This is an optimization exercise on Yosys and OpenROAD, whose aim is small area, a short achievable clock period and few clock cycles per item, not a production implementation. The RTL was checked by simulation tests, not by an equivalence proof against the original design.

File: config.mk
export PLATFORM = sky130hd
export DESIGN_NAME = kmeans_top
export DESIGN_NICKNAME = kmeans_top
export VERILOG_FILES = /design/flow/design.v
export SDC_FILE = /design/flow/constraint.sdc
export NUM_CORES = 4
export LEC_CHECK = 0
export CAP_MARGIN = 20
export CORE_MARGIN = 2
export CORE_UTILIZATION = 40
export SLEW_MARGIN = 20
File: constraint.sdc
create_clock -name core_clock -period 25.0 [get_ports {clk}]
set_input_delay 5.0000 -clock core_clock [delete_from_list [all_inputs] [get_ports {clk}]]
set_output_delay 5.0000 -clock core_clock [all_outputs]
set_load 0.01 [all_outputs]
File: design.v
package kmeans_pkg;
  localparam int NUM_CLUSTERS = 4;
  localparam int NUM_POINTS   = 64;
  localparam int COORD_W = 8;
  localparam int POINT_W = 2 * COORD_W;
  localparam int DIST_W  = COORD_W + 1;
  localparam int IDX_W   = $clog2(NUM_CLUSTERS);
  localparam int ADDR_W  = $clog2(NUM_POINTS);
  localparam int SUM_W   = COORD_W + ADDR_W;
  localparam int COUNT_W = ADDR_W + 1;
  typedef logic [COORD_W-1:0] coord_t;
  typedef logic [POINT_W-1:0] point_t;
  typedef logic [DIST_W-1:0]  dist_t;
  typedef logic [IDX_W-1:0]   cluster_idx_t;
  typedef logic [ADDR_W-1:0]  addr_t;
  typedef logic [SUM_W-1:0]   sum_t;
  typedef logic [COUNT_W-1:0] count_t;
  typedef enum logic [2:0] {
    st_idle,
    st_load_init,
    st_load_data,
    st_assign,
    st_update,
    st_check,
    st_output
  } kmeans_state_t;
endpackage
`timescale 1ns/1ps
module point_mem (
  input  logic   clk,
  input  kmeans_pkg::addr_t  addr,
  input  logic   we,
  input  kmeans_pkg::point_t wdata,
  output kmeans_pkg::point_t rdata
);
  localparam int NUM_POINTS = kmeans_pkg::NUM_POINTS;
  typedef kmeans_pkg::point_t point_t;
  point_t mem [NUM_POINTS];
  always_ff @(posedge clk) begin
    if (we) begin
      mem[addr] <= wdata;
    end
    rdata <= mem[addr];
  end
endmodule
`timescale 1ns/1ps
module centroid_bank (
  input  logic         clk,
  input  logic         rst_n,
  input  logic         load_en,
  input  kmeans_pkg::cluster_idx_t load_idx,
  input  kmeans_pkg::point_t       load_data,
  input  logic         snapshot_en,
  input  logic         update_en,
  input  kmeans_pkg::sum_t         sum_x0,
  input  kmeans_pkg::sum_t         sum_x1,
  input  kmeans_pkg::sum_t         sum_x2,
  input  kmeans_pkg::sum_t         sum_x3,
  input  kmeans_pkg::sum_t         sum_y0,
  input  kmeans_pkg::sum_t         sum_y1,
  input  kmeans_pkg::sum_t         sum_y2,
  input  kmeans_pkg::sum_t         sum_y3,
  input  kmeans_pkg::count_t       count0,
  input  kmeans_pkg::count_t       count1,
  input  kmeans_pkg::count_t       count2,
  input  kmeans_pkg::count_t       count3,
  output kmeans_pkg::point_t       centroid0,
  output kmeans_pkg::point_t       centroid1,
  output kmeans_pkg::point_t       centroid2,
  output kmeans_pkg::point_t       centroid3,
  output logic         converged,
  input  kmeans_pkg::cluster_idx_t out_sel,
  output kmeans_pkg::point_t       out_data
);
  localparam int COORD_W = kmeans_pkg::COORD_W;
  localparam int NUM_CLUSTERS = kmeans_pkg::NUM_CLUSTERS;
  typedef kmeans_pkg::coord_t coord_t;
  typedef kmeans_pkg::point_t point_t;
  typedef kmeans_pkg::sum_t sum_t;
  typedef kmeans_pkg::count_t count_t;
  point_t cur  [NUM_CLUSTERS];
  point_t prev [NUM_CLUSTERS];
  sum_t   sx   [NUM_CLUSTERS];
  sum_t   sy   [NUM_CLUSTERS];
  count_t cnt  [NUM_CLUSTERS];
  assign sx[0]  = sum_x0;
  assign sx[1]  = sum_x1;
  assign sx[2]  = sum_x2;
  assign sx[3]  = sum_x3;
  assign sy[0]  = sum_y0;
  assign sy[1]  = sum_y1;
  assign sy[2]  = sum_y2;
  assign sy[3]  = sum_y3;
  assign cnt[0] = count0;
  assign cnt[1] = count1;
  assign cnt[2] = count2;
  assign cnt[3] = count3;
  always_ff @(posedge clk) begin
    if (!rst_n) begin
      for (int i = 0; i < NUM_CLUSTERS; i++) begin
        cur[i] <= '0;
      end
    end else if (load_en) begin
      cur[load_idx] <= load_data;
    end else if (update_en) begin
      for (int i = 0; i < NUM_CLUSTERS; i++) begin
        if (cnt[i] != '0) begin
          cur[i] <= {COORD_W'(sx[i] / cnt[i]), COORD_W'(sy[i] / cnt[i])};
        end
      end
    end
  end
  always_ff @(posedge clk) begin
    if (snapshot_en) begin
      for (int i = 0; i < NUM_CLUSTERS; i++) begin
        prev[i] <= cur[i];
      end
    end
  end
  always_comb begin
    converged = 1'b1;
    for (int i = 0; i < NUM_CLUSTERS; i++) begin
      if (cur[i] != prev[i]) begin
        converged = 1'b0;
      end
    end
  end
  always_ff @(posedge clk) begin
    if (!rst_n) begin
      out_data <= '0;
    end else begin
      out_data <= cur[out_sel];
    end
  end
  assign centroid0 = cur[0];
  assign centroid1 = cur[1];
  assign centroid2 = cur[2];
  assign centroid3 = cur[3];
endmodule
`timescale 1ns/1ps
module nearest_centroid (
  input  logic         clk,
  input  logic         rst_n,
  input  logic         point_valid,
  input  kmeans_pkg::point_t       point,
  input  kmeans_pkg::point_t       centroid0,
  input  kmeans_pkg::point_t       centroid1,
  input  kmeans_pkg::point_t       centroid2,
  input  kmeans_pkg::point_t       centroid3,
  output logic         assign_valid,
  output kmeans_pkg::cluster_idx_t assign_idx,
  output kmeans_pkg::point_t       assign_point
);
  localparam int IDX_W = kmeans_pkg::IDX_W;
  localparam int DIST_W = kmeans_pkg::DIST_W;
  localparam int NUM_CLUSTERS = kmeans_pkg::NUM_CLUSTERS;
  typedef kmeans_pkg::coord_t coord_t;
  typedef kmeans_pkg::point_t point_t;
  typedef kmeans_pkg::dist_t dist_t;
  typedef kmeans_pkg::cluster_idx_t cluster_idx_t;
  point_t       cent [NUM_CLUSTERS];
  point_t       pt_q;
  logic         busy;
  cluster_idx_t scan_idx;
  cluster_idx_t cand_idx;
  point_t       cand_point;
  dist_t        cand_dist;
  dist_t        min_dist;
  cluster_idx_t min_idx;
  logic         better;
  function automatic dist_t manhattan(point_t a, point_t b);
    coord_t dx;
    coord_t dy;
    dx = (a[15:8] > b[15:8]) ? a[15:8] - b[15:8] : b[15:8] - a[15:8];
    dy = (a[7:0] > b[7:0]) ? a[7:0] - b[7:0] : b[7:0] - a[7:0];
    manhattan = DIST_W'(dx) + DIST_W'(dy);
  endfunction
  assign cent[0] = centroid0;
  assign cent[1] = centroid1;
  assign cent[2] = centroid2;
  assign cent[3] = centroid3;
  assign cand_idx   = point_valid ? IDX_W'(0) : scan_idx;
  assign cand_point = point_valid ? point : pt_q;
  assign cand_dist  = manhattan(cand_point, cent[cand_idx]);
  assign better     = cand_dist < min_dist;
  always_ff @(posedge clk) begin
    if (!rst_n) begin
      busy         <= 1'b0;
      scan_idx     <= '0;
      assign_valid <= 1'b0;
    end else begin
      assign_valid <= busy && (scan_idx == IDX_W'(NUM_CLUSTERS - 1));
      if (point_valid) begin
        busy     <= 1'b1;
        scan_idx <= IDX_W'(1);
      end else if (busy) begin
        scan_idx <= scan_idx + 1'b1;
        if (scan_idx == IDX_W'(NUM_CLUSTERS - 1)) begin
          busy <= 1'b0;
        end
      end
    end
  end
  always_ff @(posedge clk) begin
    if (point_valid) begin
      pt_q     <= point;
      min_dist <= cand_dist;
      min_idx  <= '0;
    end else if (busy && better) begin
      min_dist <= cand_dist;
      min_idx  <= scan_idx;
    end
    if (busy && (scan_idx == IDX_W'(NUM_CLUSTERS - 1))) begin
      assign_idx   <= better ? scan_idx : min_idx;
      assign_point <= pt_q;
    end
  end
endmodule
`timescale 1ns/1ps
module cluster_accum (
  input  logic         clk,
  input  logic         rst_n,
  input  logic         acc_clear,
  input  logic         assign_valid,
  input  kmeans_pkg::cluster_idx_t assign_idx,
  input  kmeans_pkg::point_t       assign_point,
  output kmeans_pkg::sum_t         sum_x0,
  output kmeans_pkg::sum_t         sum_x1,
  output kmeans_pkg::sum_t         sum_x2,
  output kmeans_pkg::sum_t         sum_x3,
  output kmeans_pkg::sum_t         sum_y0,
  output kmeans_pkg::sum_t         sum_y1,
  output kmeans_pkg::sum_t         sum_y2,
  output kmeans_pkg::sum_t         sum_y3,
  output kmeans_pkg::count_t       count0,
  output kmeans_pkg::count_t       count1,
  output kmeans_pkg::count_t       count2,
  output kmeans_pkg::count_t       count3
);
  localparam int SUM_W = kmeans_pkg::SUM_W;
  localparam int NUM_CLUSTERS = kmeans_pkg::NUM_CLUSTERS;
  localparam int NUM_POINTS = kmeans_pkg::NUM_POINTS;
  typedef kmeans_pkg::sum_t sum_t;
  typedef kmeans_pkg::count_t count_t;
  sum_t   sx  [NUM_CLUSTERS];
  sum_t   sy  [NUM_CLUSTERS];
  count_t cnt [NUM_CLUSTERS];
  always_ff @(posedge clk) begin
    if (!rst_n || acc_clear) begin
      for (int i = 0; i < NUM_CLUSTERS; i++) begin
        sx[i]  <= '0;
        sy[i]  <= '0;
        cnt[i] <= '0;
      end
    end else if (assign_valid) begin
      sx[assign_idx]  <= sx[assign_idx] + SUM_W'(assign_point[15:8]);
      sy[assign_idx]  <= sy[assign_idx] + SUM_W'(assign_point[7:0]);
      cnt[assign_idx] <= cnt[assign_idx] + 1'b1;
    end
  end
  assign sum_x0 = sx[0];
  assign sum_x1 = sx[1];
  assign sum_x2 = sx[2];
  assign sum_x3 = sx[3];
  assign sum_y0 = sy[0];
  assign sum_y1 = sy[1];
  assign sum_y2 = sy[2];
  assign sum_y3 = sy[3];
  assign count0 = cnt[0];
  assign count1 = cnt[1];
  assign count2 = cnt[2];
  assign count3 = cnt[3];
endmodule
`timescale 1ns/1ps
module kmeans_ctrl (
  input  logic         clk,
  input  logic         rst_n,
  input  logic         in_valid,
  input  kmeans_pkg::point_t       in_data,
  output kmeans_pkg::addr_t        mem_addr,
  output logic         mem_we,
  output kmeans_pkg::point_t       mem_wdata,
  output logic         load_en,
  output kmeans_pkg::cluster_idx_t load_idx,
  output logic         snapshot_en,
  output logic         update_en,
  output logic         acc_clear,
  output logic         point_valid,
  input  logic         assign_valid,
  input  logic         converged,
  output kmeans_pkg::cluster_idx_t out_sel,
  output logic         out_valid
);
  localparam int IDX_W = kmeans_pkg::IDX_W;
  localparam int COUNT_W = kmeans_pkg::COUNT_W;
  localparam int ADDR_W = kmeans_pkg::ADDR_W;
  localparam int NUM_CLUSTERS = kmeans_pkg::NUM_CLUSTERS;
  localparam int NUM_POINTS = kmeans_pkg::NUM_POINTS;
  typedef kmeans_pkg::cluster_idx_t cluster_idx_t;
  typedef kmeans_pkg::addr_t addr_t;
  typedef kmeans_pkg::count_t count_t;
  typedef kmeans_pkg::kmeans_state_t kmeans_state_t;
  kmeans_state_t state;
  kmeans_state_t next_state;
  cluster_idx_t  init_cnt;
  addr_t         wr_addr;
  count_t        rd_cnt;
  count_t        done_cnt;
  logic [2:0]    phase;
  cluster_idx_t  out_cnt;
  logic          read_issue;
  logic          pass_done;
  assign read_issue = (state == kmeans_pkg::st_assign) && (phase == 3'd0) &&
                      (rd_cnt != COUNT_W'(NUM_POINTS));
  assign pass_done  = (state == kmeans_pkg::st_assign) && assign_valid &&
                      (done_cnt == COUNT_W'(NUM_POINTS - 1));
  always_comb begin
    next_state = state;
    case (state)
      kmeans_pkg::st_idle: begin
        if (in_valid) begin
          next_state = kmeans_pkg::st_load_init;
        end
      end
      kmeans_pkg::st_load_init: begin
        if (init_cnt == IDX_W'(NUM_CLUSTERS - 1)) begin
          next_state = kmeans_pkg::st_load_data;
        end
      end
      kmeans_pkg::st_load_data: begin
        if (!in_valid) begin
          next_state = kmeans_pkg::st_assign;
        end
      end
      kmeans_pkg::st_assign: begin
        if (pass_done) begin
          next_state = kmeans_pkg::st_update;
        end
      end
      kmeans_pkg::st_update: next_state = kmeans_pkg::st_check;
      kmeans_pkg::st_check:  next_state = converged ? kmeans_pkg::st_output : kmeans_pkg::st_assign;
      kmeans_pkg::st_output: begin
        if (out_cnt == IDX_W'(NUM_CLUSTERS - 1)) begin
          next_state = kmeans_pkg::st_idle;
        end
      end
      default:   next_state = kmeans_pkg::st_idle;
    endcase
  end
  always_ff @(posedge clk) begin
    if (!rst_n) begin
      state       <= kmeans_pkg::st_idle;
      init_cnt    <= '0;
      wr_addr     <= '0;
      rd_cnt      <= '0;
      done_cnt    <= '0;
      phase       <= '0;
      out_cnt     <= '0;
      point_valid <= 1'b0;
      out_valid   <= 1'b0;
    end else begin
      state       <= next_state;
      init_cnt    <= load_en ? init_cnt + 1'b1 : '0;
      wr_addr     <= mem_we ? wr_addr + 1'b1 : (state == kmeans_pkg::st_load_data ? wr_addr : '0);
      rd_cnt      <= (state != kmeans_pkg::st_assign) ? '0 : rd_cnt + COUNT_W'(read_issue);
      done_cnt    <= (state != kmeans_pkg::st_assign) ? '0 : done_cnt + COUNT_W'(assign_valid);
      phase       <= (state != kmeans_pkg::st_assign || phase == 3'd4) ? '0 : phase + 1'b1;
      out_cnt     <= (state == kmeans_pkg::st_output) ? out_cnt + 1'b1 : '0;
      point_valid <= read_issue;
      out_valid   <= (state == kmeans_pkg::st_output);
    end
  end
  assign mem_addr    = (state == kmeans_pkg::st_load_data) ? wr_addr : ADDR_W'(rd_cnt);
  assign mem_we      = (state == kmeans_pkg::st_load_data) && in_valid;
  assign mem_wdata   = in_data;
  assign load_en     = ((state == kmeans_pkg::st_idle) && in_valid) || (state == kmeans_pkg::st_load_init);
  assign load_idx    = init_cnt;
  assign snapshot_en = (state == kmeans_pkg::st_update);
  assign update_en   = (state == kmeans_pkg::st_update);
  assign acc_clear   = (next_state == kmeans_pkg::st_assign) && (state != kmeans_pkg::st_assign);
  assign out_sel     = out_cnt;
endmodule
`timescale 1ns/1ps
module kmeans_top (
  input  logic   clk,
  input  logic   rst_n,
  input  logic   in_valid,
  input  kmeans_pkg::point_t in_data,
  output logic   out_valid,
  output kmeans_pkg::point_t out_data
);
  typedef kmeans_pkg::point_t point_t;
  typedef kmeans_pkg::cluster_idx_t cluster_idx_t;
  typedef kmeans_pkg::addr_t addr_t;
  typedef kmeans_pkg::sum_t sum_t;
  typedef kmeans_pkg::count_t count_t;
  addr_t        mem_addr;
  logic         mem_we;
  point_t       mem_wdata;
  point_t       mem_rdata;
  logic         load_en;
  cluster_idx_t load_idx;
  logic         snapshot_en;
  logic         update_en;
  logic         acc_clear;
  logic         point_valid;
  logic         converged;
  cluster_idx_t out_sel;
  point_t       centroid0;
  point_t       centroid1;
  point_t       centroid2;
  point_t       centroid3;
  logic         assign_valid;
  cluster_idx_t assign_idx;
  point_t       assign_point;
  sum_t         sum_x0;
  sum_t         sum_x1;
  sum_t         sum_x2;
  sum_t         sum_x3;
  sum_t         sum_y0;
  sum_t         sum_y1;
  sum_t         sum_y2;
  sum_t         sum_y3;
  count_t       count0;
  count_t       count1;
  count_t       count2;
  count_t       count3;
  kmeans_ctrl u_ctrl (
    .clk          (clk),
    .rst_n        (rst_n),
    .in_valid     (in_valid),
    .in_data      (in_data),
    .mem_addr     (mem_addr),
    .mem_we       (mem_we),
    .mem_wdata    (mem_wdata),
    .load_en      (load_en),
    .load_idx     (load_idx),
    .snapshot_en  (snapshot_en),
    .update_en    (update_en),
    .acc_clear    (acc_clear),
    .point_valid  (point_valid),
    .assign_valid (assign_valid),
    .converged    (converged),
    .out_sel      (out_sel),
    .out_valid    (out_valid)
  );
  point_mem u_mem (
    .clk   (clk),
    .addr  (mem_addr),
    .we    (mem_we),
    .wdata (mem_wdata),
    .rdata (mem_rdata)
  );
  centroid_bank u_bank (
    .clk         (clk),
    .rst_n       (rst_n),
    .load_en     (load_en),
    .load_idx    (load_idx),
    .load_data   (in_data),
    .snapshot_en (snapshot_en),
    .update_en   (update_en),
    .sum_x0      (sum_x0),
    .sum_x1      (sum_x1),
    .sum_x2      (sum_x2),
    .sum_x3      (sum_x3),
    .sum_y0      (sum_y0),
    .sum_y1      (sum_y1),
    .sum_y2      (sum_y2),
    .sum_y3      (sum_y3),
    .count0      (count0),
    .count1      (count1),
    .count2      (count2),
    .count3      (count3),
    .centroid0   (centroid0),
    .centroid1   (centroid1),
    .centroid2   (centroid2),
    .centroid3   (centroid3),
    .converged   (converged),
    .out_sel     (out_sel),
    .out_data    (out_data)
  );
  nearest_centroid u_scan (
    .clk          (clk),
    .rst_n        (rst_n),
    .point_valid  (point_valid),
    .point        (mem_rdata),
    .centroid0    (centroid0),
    .centroid1    (centroid1),
    .centroid2    (centroid2),
    .centroid3    (centroid3),
    .assign_valid (assign_valid),
    .assign_idx   (assign_idx),
    .assign_point (assign_point)
  );
  cluster_accum u_accum (
    .clk          (clk),
    .rst_n        (rst_n),
    .acc_clear    (acc_clear),
    .assign_valid (assign_valid),
    .assign_idx   (assign_idx),
    .assign_point (assign_point),
    .sum_x0       (sum_x0),
    .sum_x1       (sum_x1),
    .sum_x2       (sum_x2),
    .sum_x3       (sum_x3),
    .sum_y0       (sum_y0),
    .sum_y1       (sum_y1),
    .sum_y2       (sum_y2),
    .sum_y3       (sum_y3),
    .count0       (count0),
    .count1       (count1),
    .count2       (count2),
    .count3       (count3)
  );
endmodule
File: run.sh
#!/bin/bash
# synth_recipe.tcl (not shown) runs the flow's synth.tcl, then flattens the netlist and writes it again
# the make line also repeats each setting of config.mk as NAME=value (left out here)
make -C /OpenROAD-flow-scripts/flow DESIGN_CONFIG=/design/flow/config.mk WORK_HOME=/design/flow/orfs CLKGATE_MAP_FILE= SYNTH_SCRIPT=/design/flow/synth_recipe.tcl finish
==> run summary <==
-- kinds of logic after synthesis --
| group | after synthesis | synth area share |
|---|---|---|
| compound gates | 2325 | 0.188 |
| xor+xnor | 272 | 0.0275 |
| fa+ha+maj | 716 | 0.104 |
| buf+inv | 578 | 0.0254 |
| flops | 1407 | 0.478 |
| mux | 341 | 0.0494 |
| simple gates | 2238 | 0.127 |
-- metal layers --
| layer | up-vias | global-route usage |
|---|---|---|
| met3 | 490 | 0.0316 |
| met4 | 10 | 0.0973 |
| li1 | 31300 | - |
| met1 | 33500 | 0.323 |
| met2 | 2464 | 0.399 |
| met5 | - | 0 |
-- through the flow --
stage / setup WS [ns] / cells / util / TNS [ns]
global route: -0.158 / 11200 / 0.462 / -0.839
CTS: -0.0254 / 11000 / 0.450 / -0.0254
finish: 1.25 / 11200 / 0.462 / 0
floorplan: 0.433 / 7877 / - / 0
global placement: -0.815 / 10700 / 0.426 / -1.22
detailed placement: -1.09 / 10700 / 0.427 / -3.58
-- worst reg2reg max path: cells and delay by family (launching register included) --
| family | cells | cell delay [ns] |
|---|---|---|
| AOI/OAI and AO/OA | 63 | 10.57 |
| adders and majority gates | 13 | 3.59 |
| buffers and inverters | 5 | 0.91 |
| DFF | 1 | 0.44 |
| muxes | 1 | 0.37 |
| and+or+nand+nor | 36 | 7.51 |
-- how the worst max path moves through the flow --
stage,startpoint,end,slack [ns],cells past startpoint
after floorplan,u_accum.cnt[2][2],u_bank.cur[2][8],0.43,118
after global placement,u_accum.cnt[3][2],u_bank.cur[3][0],-0.82,112
after detailed placement,u_accum.cnt[3][2],u_bank.cur[3][0],-1.09,112
after CTS,u_accum.cnt[3][4],u_bank.cur[3][0],-0.03,115
after global routing,u_accum.cnt[3][6],u_bank.cur[3][0],-0.16,116
final,u_accum.cnt[2][3],u_bank.cur[2][0],1.25,118
-- area by class of cell --
| type | count | area share |
|---|---|---|
| well taps | 2838 | 0.0358 |
| flip-flops and latches | 1407 | 0.417 |
| repair buffers | 529 | 0.0406 |
| clock inverters | 86 | 0.00905 |
| clock buffers | 184 | 0.0391 |
| inverters | 226 | 0.00858 |
| diodes | 2 | 0.0000504 |
| multi-input cells | 5893 | 0.450 |
-- cells in the mapped netlist, drive strengths merged, types with 16 or more instances --
master and n:
xor2 93, a211oi 46, o211ai 58, nand2 473, buf 53, a31oi 125
nor2b 87, nor4 52, nand3 83, o21a 336, xnor2 179, nand2b 113
nor3 350, and3 34, a22o 66, or4 19, o21bai 18, o31ai 99
inv 226, a22oi 328, ha 703, nand3b 29, a21o 106, mux2i 115
nor2 666, a221o 21, o21ai 332, a21boi 29, nand4 63, or2 58
a221oi 96, nor3b 22, a21oi 399, mux4 51, o22ai 18, and2 68
o221ai 22, dfxtp 88, o211a 16, mux2 175, edfxtp 1319, a41oi 44
or3 71, clkbuf 299
-- timing repair --
item / 4_1_cts / 5_1_grt
setup endpoints to repair: 8 / 16
setup buffers: 11 / 152
pin swaps: 7 / 114
cloned: 1 / 1
gates resized for setup: 47 / 365
-- sequential cells by signal, indices dropped and copies added (netlist names), 2 cells and up, named ones only --
| signal | flops |
|---|---|
| u_accum.sy | 56 |
| u_scan.assign_idx | 2 |
| u_ctrl.rd_cnt | 7 |
| u_bank.out_data | 16 |
| u_ctrl.out_cnt | 2 |
| u_scan.min_idx | 2 |
| u_bank.prev | 64 |
| u_mem.rdata | 16 |
| u_bank.cur | 64 |
| u_ctrl.state | 3 |
| u_ctrl.init_cnt | 2 |
| u_accum.sx | 56 |
| u_mem.mem | 1024 |
| u_ctrl.phase | 3 |
| u_scan.scan_idx | 2 |
| u_scan.min_dist | 9 |
| u_ctrl.done_cnt | 7 |
| u_scan.pt_q | 16 |
| u_accum.cnt | 28 |
| u_ctrl.wr_addr | 6 |
| u_scan.assign_point | 16 |
==> run summary <==
* Area after DPL at 91600 um2
* Initial antenna violation count at 11
* FF-to-FF Start: u_accum.cnt[2][3]
* Initial Util at 0.403
* Vias/cell at 6.07
* Die Y at 469 um
* Sequential fraction of the synthesis area at 0.478
* Fillers at 19500
* Syn Inst Count at 7877
* Later-pin clock latency in the skew report at 0.80 ns
* CP required at 25.48 ns
* Cell taking the most area after synthesis: edfxtp_1
* Root Buffer: clkbuf_16
* Input/output buffers at 35
* Worst slew pin tran at 1.30 ns
* R2R cell count at 118
* Arrival time at the worst endpoint at 24.23 ns
* Largest net degree at the start of global routing at 72
* FP Rows at 170
* Register area at 41400 um2
* Max H-tree Level at 4
* Syn Nets at 8606
* Hold Path Origin: u_scan.pt_q[7]
* Routed met1 length at 117 mm
* Fin crit share at 0.950
* Main flop type after synthesis: edfxtp_1
* Cts hold-fix bufs at 0
* Reg2Reg Capture Point: u_bank.cur[2][0]
* Hold Slack at 0.435 ns
* Register bit total from synthesis at 1407
* DR iter-0 viols at 6730
* Critical path's top delay family: compound AO/OA/AOI/OAI gates
* CTS buffer count at 147
* Status: finished clean
* Post-synthesis to final-layout area growth at 14.8%
* Max Slew Vio Count at 0
* Sink Count at 1407
* Hold path cells at 0
* Crit-path max cell delay at 0.71 ns
* Footprint of the multi-input gates at 44700 um2
* Met3 wire length at 18.1 mm
* Buffers & Inverters on Critical Path at 5
* Worst rel slew slack at 0.125
* Met2 WL post-DR at 129 mm
* Reg2reg setup slack at 1.25 ns
* Final min period at 23.75 ns
* First-pass GRT wire length at 406 mm
* Die footprint at 220000 um2
* Worst Skew at 0.0452 ns
* Nets at 8933
* Std-Cell Core Area at 215000 um2
* Final setup fails at 0
* RePlAce Congestion at 0.906
* DP Wirelength at 188 mm
* Post-DR wirelength/cell at 24.7 um
* Post-synth cell types at 116
* FFs w/ async S/R, synth at 0
* Setup CP Type: register to register
* Vias in the first global route at 64100
* Critical Path End Type: register
* Share of cells above drive strength 1 at 0.162
* Synth Cell Area at 86500 um2
* Total grt overflow at 0
* Worst Hold Class: register to register
* Final Hold Fails at 0
* Number of enable flip-flop cells after synthesis at 1319
* Max-cap violations at 0
* Syn avg cell area at 11.0 um2
* Largest cells by area after synthesis: edfxtp_1 46%, ha_1 10%, o21a_1 2.9%, nor2_1 2.9%, a22oi_1 2.8%
* Commonest non-fill, non-tap cell in the layout: edfxtp_1
* Tot GR Track Use at 0.243
* Final instance area at 99300 um2
* Slowest cell on crit path: or4b_2
* Yosys warns at 10
* I/O pin cnt at 36
* CTS tree: done
* # DRC at 0
* Yosys top cell area share at 0.458
* RSZ-0062 raised after global routing: yes
* Post-route ant nets at 0
* Die extent in x at 469 um
* Most frequent cells in the layout: 1319 x edfxtp_1, 695 x ha_1, 627 x nor2_1
* WL final at 276 mm
* First-pass DRT Iterations at 6
* Hold Path End: u_scan.assign_point[7]
* Clk buf depth at 3
* Clock-pin slew on the worst setup and hold paths at 0.06 ns
* Top sig layer: met5
* Vias at 67800
* Most frequent CP cell: o21a_1
* Crit path max fanout at 10
* Worst setup SP type: register
* Fmax at 42.1 MHz
Testbench counts, summed over its fixed seeds: cycles 242,103, jobs 144.

-- afterwards: timing with drivers on the ports --
No port has a modelled driver above. Below, the same layout with a new extraction and two added sets of constraints.
Step 1, drivers: a clkbuf_16 drives clk and a buf_2 each remaining input, both assumed.
Step 2 adds t to the input delays and takes it off the output delays; t is the mean of the earliest and latest rising clock arrival at the registers after step 1. Input paths then give back, and output paths get back, about the clock's delay inside the block.
Three values: no drivers, after step 1, after step 2; two values: the first two.
shift t [ns]: 0.867
setup WS [ns]: 1.251 / 1.251 / 1.251
latest minus earliest clock arrival (ns): 0.045 / 0.045
After both steps setup and hold are still met in this run. For this run, drivers alone change the setup slack by 0.000 ns; drivers and shift together by 0.000 ns.
